From an optimization exercise on the open Yosys and OpenROAD flow, aimed at small area, a short achievable clock period and few clock cycles per item; shortcuts taken in it are not production practice. Where RTL was checked, it was by simulation tests only, not by an equivalence proof against the original. Power and IR drop assume default switching activity.

==> module idct_top, before the edit <==
module idct_top (
	input  logic                 CLOCK_50_I,
	input  logic                 resetn,
	input  logic                 start,
	input  idct_pkg::blk_row_t   block_row,
	input  idct_pkg::blk_col_t   block_col,
	output logic                 busy,
	output logic                 done,
	input  idct_pkg::sram_data_t sram_read_data,
	output idct_pkg::sram_data_t sram_write_data,
	output idct_pkg::sram_addr_t sram_address,
	output logic                 sram_we_n
);
	localparam int L       = 3;               
	localparam int DONE_TC = 146 + L;
	localparam int WR0     = 89 + L;          
	localparam int PIX0    = 81 + L;          
	logic [7:0] tc;
	logic [7:0] tcp;                          
	logic [7:0] ac;                           
	logic [7:0] wc;                           
	logic [7:0] t2;                           
	logic       accept;
	logic       run;                          
	logic       idle_i;                       
	logic       busy_n;
	logic       we_q;                         
	assign accept    = start && idle_i;
	assign run       = !idle_i && !accept;
	assign busy_n    = accept || (!idle_i && tc != 8'(DONE_TC - 1));
	assign sram_we_n = !we_q;
	always_ff @(posedge CLOCK_50_I or negedge resetn) begin
		if (!resetn) begin
			busy   <= 1'b0;
			idle_i <= 1'b1;
			done   <= 1'b0;
			tc     <= '0;
			tcp    <= 8'd1;
			ac     <= '0;
			wc     <= '0;
			t2     <= 8'd2;
		end else begin
			busy   <= busy_n;
			idle_i <= !busy_n;
			done   <= !accept && !idle_i && tc == 8'(DONE_TC - 1);
			if (accept) begin
				tc  <= 8'd1;
				tcp <= 8'd2;
				ac  <= 8'd1;
				wc  <= 8'(1 - 88 - L);
				t2  <= 8'd3;
			end else if (!idle_i) begin
				tc  <= tc + 8'd1;
				tcp <= tcp + 8'd1;
				ac  <= ac + 8'd1;
				wc  <= wc + 8'd1;
				t2  <= t2 + 8'd1;
			end
		end
	end
	logic [4:0]  rq;
	logic [5:0]  kq;
	logic [13:0] mpos;                        
	logic        rd_a, wr_a;                  
	logic [2:0]  k_a;                         
	logic        rd_first;                    
	logic        rd_second;                   
	logic [13:0] mpos_in;                     
	logic        rd1;
	logic [2:0]  c1;
	logic [15:0] hi;
	logic        wr_load;                     
	logic [2:0]  wr_i;
	logic [1:0]  wr_w;
	assign mpos    = {1'b0, rq, 8'd0} + {3'b0, rq, kq};
	assign mpos_in = {1'b0, block_row, 8'd0} + {3'b0, block_row, block_col};
	assign rd_a = (ac < 8'd64);
	assign wr_a = (wc < 8'd64) && !wc[3];
	assign k_a  = rd_a ? ac[5:3] : wc[2:0];
	always_ff @(posedge CLOCK_50_I or negedge resetn) begin
		if (!resetn) begin
			wr_load  <= 1'b0;
			we_q     <= 1'b0;
			rd_first  <= 1'b0;
			rd_second <= 1'b0;
		end else begin
			wr_load  <= run && wr_a;
			we_q     <= wr_load && !idle_i;
			rd_first  <= accept;
			rd_second <= rd_first;
		end
	end
	always_ff @(posedge CLOCK_50_I) begin
		rq   <= block_row;
		kq   <= block_col;
		rd1  <= rd_a;
		c1   <= ac[2:0];
		wr_i <= wc[2:0];
		wr_w <= wc[5:4];
		hi   <= {2'b0, mpos} + {10'd0, k_a, 3'd0} + {8'd0, k_a, 5'd0} + (rd_a ? 16'd9600 : 16'd0);
		if (rd_first) begin
			sram_address <= {15'(mpos_in) + 15'd9600, 3'd0};
		end else if (rd_second) begin
			sram_address <= {15'(mpos) + 15'd9600, 3'd1};
		end else if (rd1) begin
			sram_address <= {hi[14:0], c1};
		end else begin
			sram_address <= {hi, wr_w};
		end
	end
	logic [10:0][15:0] sr;                    
	logic [2:0]  ph2;                         
	logic [2:0]  dk;                          
	logic        pass2_ld;
	logic [7:0][3:0] sdig;
	logic [7:0][3:0] tdig;
	logic [7:0][3:0] tring;
	logic [7:0][3:0] xr;
	logic [7:0]  gz;
	logic [2:0]  rd_col;
	logic        byp;                         
	logic [7:0][3:0] y;                       
	assign sr[0] = sram_read_data;
	assign ph2   = (t2 < 8'd74) ? 3'(t2 + 8'd4) : 3'(t2 + 8'd6);
	assign gz    = t2 - 8'd74;
	always_ff @(posedge CLOCK_50_I) begin
		dk       <= ph2;
		pass2_ld <= (t2 >= 8'd74);
		rd_col   <= gz[5:3];
		byp      <= (t2 >= 8'd74) && (t2 <= 8'd77);
	end
	always_comb begin
		tdig    = tring;
		if (byp) begin
			tdig[7] = y[0];
		end
	end
	always_comb begin
		for (int n = 0; n < 8; n++) begin
			case (dk[1:0])
				2'd0:    sdig[n] = sr[7 - n][3:0];
				2'd1:    sdig[n] = sr[8 - n][7:4];
				2'd2:    sdig[n] = sr[9 - n][11:8];
				default: sdig[n] = sr[10 - n][15:12];
			endcase
		end
	end
	always_ff @(posedge CLOCK_50_I) begin
		sr[1] <= sram_read_data;
		for (int p = 2; p < 11; p++) begin
			sr[p] <= sr[p - 1];
		end
		for (int n = 0; n < 8; n++) begin
			if (dk[2]) begin
				xr[n] <= {4{xr[n][3]}};       
			end else if (pass2_ld) begin
				xr[n] <= tdig[n];
			end else begin
				xr[n] <= sdig[n];
			end
		end
	end
	idct_ds u_ds (
		.CLOCK_50_I(CLOCK_50_I), .ph2(ph2),
		.x0(xr[0]), .x1(xr[1]), .x2(xr[2]), .x3(xr[3]),
		.x4(xr[4]), .x5(xr[5]), .x6(xr[6]), .x7(xr[7]),
		.y0(y[0]), .y1(y[1]), .y2(y[2]), .y3(y[3]),
		.y4(y[4]), .y5(y[5]), .y6(y[6]), .y7(y[7])
	);
	logic [7:0] tz;                           
	logic [7:0] t_we;
	assign tz = tcp - 8'(14 + L);
	always_ff @(posedge CLOCK_50_I) begin
		for (int r = 0; r < 8; r++) begin
			t_we[r] <= run && (tcp >= 8'(14 + L)) && (tz < 8'd64) && (tz[5:3] == 3'(r)) && !tz[2];
		end
	end
	idct_tstore #(.L(L)) u_t (
		.CLOCK_50_I(CLOCK_50_I), .we(t_we), .wd(y), .hi_col(rd_col[2]), .rd(tring)
	);
	logic [7:0][3:0] yd1, yd2, yd3;
	logic [7:0][7:0] pix;
	logic [7:0][7:0] pa, pb;
	logic [7:0] pz;
	logic       pa_en, pb_en;
	assign pz = tcp - 8'(PIX0);
	always_ff @(posedge CLOCK_50_I) begin
		pa_en <= (tcp >= 8'(PIX0)) && (pz < 8'd64) && (pz[3:0] == 4'd0);
		pb_en <= (tcp >= 8'(PIX0)) && (pz < 8'd64) && (pz[3:0] == 4'd8);
	end
	always_comb begin
		for (int i = 0; i < 8; i++) begin
			if (y[i][3]) begin
				pix[i] = 8'd0;
			end else if ((|y[i][2:0]) || (|yd1[i])) begin
				pix[i] = 8'd255;
			end else begin
				pix[i] = {yd2[i], yd3[i]};
			end
		end
	end
	always_ff @(posedge CLOCK_50_I) begin
		for (int i = 0; i < 8; i++) begin
			yd1[i] <= y[i];
			yd2[i] <= yd1[i];
			yd3[i] <= yd2[i];
			pa[i] <= pa_en ? pix[i] : pa[(i + 1) % 8];
			pb[i] <= pb_en ? pix[i] : pb[(i + 1) % 8];
		end
		sram_write_data <= {pa[1], (wr_i == 3'd0) ? pix[0] : pb[1]};
	end
endmodule
clock: 9.0 ns
lec_check: 0
abc_clock_period_in_ps: 3500
cap_margin: 20
core_margin: 2
core_utilization: 65
cts_cluster_diameter: 100
cts_cluster_size: 30
place_density: 0.8
setup_slack_margin: 5
slew_margin: 20
standard.sh (not shown) runs the stock make flow with config.mk's settings and CLKGATE_MAP_FILE= SYNTH_SCRIPT=/design/flow/synth_recipe.tcl, a recipe that flattens the netlist after the stock synthesis.
==> flow/flow/run.sh <==
#!/bin/bash
set -euo pipefail
bash standard.sh SETUP_SLACK_MARGIN=6.2 finish > flow_make.log 2>&1
Next try:
--- a/flow/design.v
+++ b/flow/design.v
@@ -782,16 +782,14 @@
 );
 	localparam int L       = 3;               
 	localparam int DONE_TC = 146 + L;
 	localparam int WR0     = 89 + L;          
 	localparam int PIX0    = 81 + L;          
 	logic [7:0] tc;
-	logic [7:0] tcp;                          
 	logic [7:0] ac;                           
 	logic [7:0] wc;                           
-	logic [7:0] t2;                           
 	logic       accept;
 	logic       run;                          
 	logic       idle_i;                       
 	logic       busy_n;
 	logic       we_q;                         
 	assign accept    = start && idle_i;
@@ -801,32 +799,26 @@
 	always_ff @(posedge CLOCK_50_I or negedge resetn) begin
 		if (!resetn) begin
 			busy   <= 1'b0;
 			idle_i <= 1'b1;
 			done   <= 1'b0;
 			tc     <= '0;
-			tcp    <= 8'd1;
 			ac     <= '0;
 			wc     <= '0;
-			t2     <= 8'd2;
 		end else begin
 			busy   <= busy_n;
 			idle_i <= !busy_n;
 			done   <= !accept && !idle_i && tc == 8'(DONE_TC - 1);
 			if (accept) begin
 				tc  <= 8'd1;
-				tcp <= 8'd2;
 				ac  <= 8'd1;
 				wc  <= 8'(1 - 88 - L);
-				t2  <= 8'd3;
 			end else if (!idle_i) begin
 				tc  <= tc + 8'd1;
-				tcp <= tcp + 8'd1;
 				ac  <= ac + 8'd1;
 				wc  <= wc + 8'd1;
-				t2  <= t2 + 8'd1;
 			end
 		end
 	end
 	logic [4:0]  rq;
 	logic [5:0]  kq;
 	logic [13:0] mpos;                        
@@ -882,24 +874,22 @@
 	logic [2:0]  dk;                          
 	logic        pass2_ld;
 	logic [7:0][3:0] sdig;
 	logic [7:0][3:0] tdig;
 	logic [7:0][3:0] tring;
 	logic [7:0][3:0] xr;
-	logic [7:0]  gz;
 	logic [2:0]  rd_col;
 	logic        byp;                         
 	logic [7:0][3:0] y;                       
 	assign sr[0] = sram_read_data;
-	assign ph2   = (t2 < 8'd74) ? 3'(t2 + 8'd4) : 3'(t2 + 8'd6);
-	assign gz    = t2 - 8'd74;
+	assign ph2   = (tc < 8'd72) ? tc[2:0] + 3'd6 : tc[2:0];
 	always_ff @(posedge CLOCK_50_I) begin
 		dk       <= ph2;
-		pass2_ld <= (t2 >= 8'd74);
-		rd_col   <= gz[5:3];
-		byp      <= (t2 >= 8'd74) && (t2 <= 8'd77);
+		pass2_ld <= (tc >= 8'd72);
+		rd_col   <= tc[5:3] - 3'd1;              
+		byp      <= (tc >= 8'd72) && (tc <= 8'd75);
 	end
 	always_comb begin
 		tdig    = tring;
 		if (byp) begin
 			tdig[7] = y[0];
 		end
@@ -935,30 +925,30 @@
 		.x4(xr[4]), .x5(xr[5]), .x6(xr[6]), .x7(xr[7]),
 		.y0(y[0]), .y1(y[1]), .y2(y[2]), .y3(y[3]),
 		.y4(y[4]), .y5(y[5]), .y6(y[6]), .y7(y[7])
 	);
 	logic [7:0] tz;                           
 	logic [7:0] t_we;
-	assign tz = tcp - 8'(14 + L);
+	assign tz = tc - 8'(13 + L);
 	always_ff @(posedge CLOCK_50_I) begin
 		for (int r = 0; r < 8; r++) begin
-			t_we[r] <= run && (tcp >= 8'(14 + L)) && (tz < 8'd64) && (tz[5:3] == 3'(r)) && !tz[2];
+			t_we[r] <= run && (tc >= 8'(13 + L)) && (tz < 8'd64) && (tz[5:3] == 3'(r)) && !tz[2];
 		end
 	end
 	idct_tstore #(.L(L)) u_t (
 		.CLOCK_50_I(CLOCK_50_I), .we(t_we), .wd(y), .hi_col(rd_col[2]), .rd(tring)
 	);
 	logic [7:0][3:0] yd1, yd2, yd3;
 	logic [7:0][7:0] pix;
 	logic [7:0][7:0] pa, pb;
 	logic [7:0] pz;
 	logic       pa_en, pb_en;
-	assign pz = tcp - 8'(PIX0);
+	assign pz = tc - 8'(PIX0 - 1);
 	always_ff @(posedge CLOCK_50_I) begin
-		pa_en <= (tcp >= 8'(PIX0)) && (pz < 8'd64) && (pz[3:0] == 4'd0);
-		pb_en <= (tcp >= 8'(PIX0)) && (pz < 8'd64) && (pz[3:0] == 4'd8);
+		pa_en <= (tc >= 8'(PIX0 - 1)) && (pz < 8'd64) && (pz[3:0] == 4'd0);
+		pb_en <= (tc >= 8'(PIX0 - 1)) && (pz < 8'd64) && (pz[3:0] == 4'd8);
 	end
 	always_comb begin
 		for (int i = 0; i < 8; i++) begin
 			if (y[i][3]) begin
 				pix[i] = 8'd0;
 			end else if ((|y[i][2:0]) || (|yd1[i])) begin
Final cell count goes down by about 1.2%.
Die area is lower by 1.2%.
Non-clock buffer count went up by 16.
Sequential power came out higher by about 7%.
Total power increases by 22%.
Testbench counts after the change, summed over its fixed seeds: cycles 19,072, blocks 128.
Only the layout flow was run in the first run of this note; the RTL was not checked for function there.

==> what the ideal ports hide <==
In the flow no input, the clock included, has a driving cell. The finished layouts below were timed again as built, in two steps.
Step 1 assumes that a clkbuf_16 drives the clock port and a buf_2 every other input.
Step 2 times the ports against the registers' clock, not the clock port: input delays grow and output delays shrink by t, the midpoint of the rising clock arrivals with the driver on.
Slacks: no drivers / after step 1 / after step 2; pairs: no drivers / after step 1.
| run | t (ns) | setup WS [ns] | worst setup path after step 2 |
|---|---|---|---|
| the first run | 0.722 | 5.981 / 5.919 / 5.462 | input to register |
| the second run | 0.720 | 5.994 / 5.945 / 5.409 | input to register |
After both steps setup and hold are still met in every run listed. For the second run, which loses most, drivers alone change the setup slack by -0.049 ns; drivers and shift together by -0.585 ns.
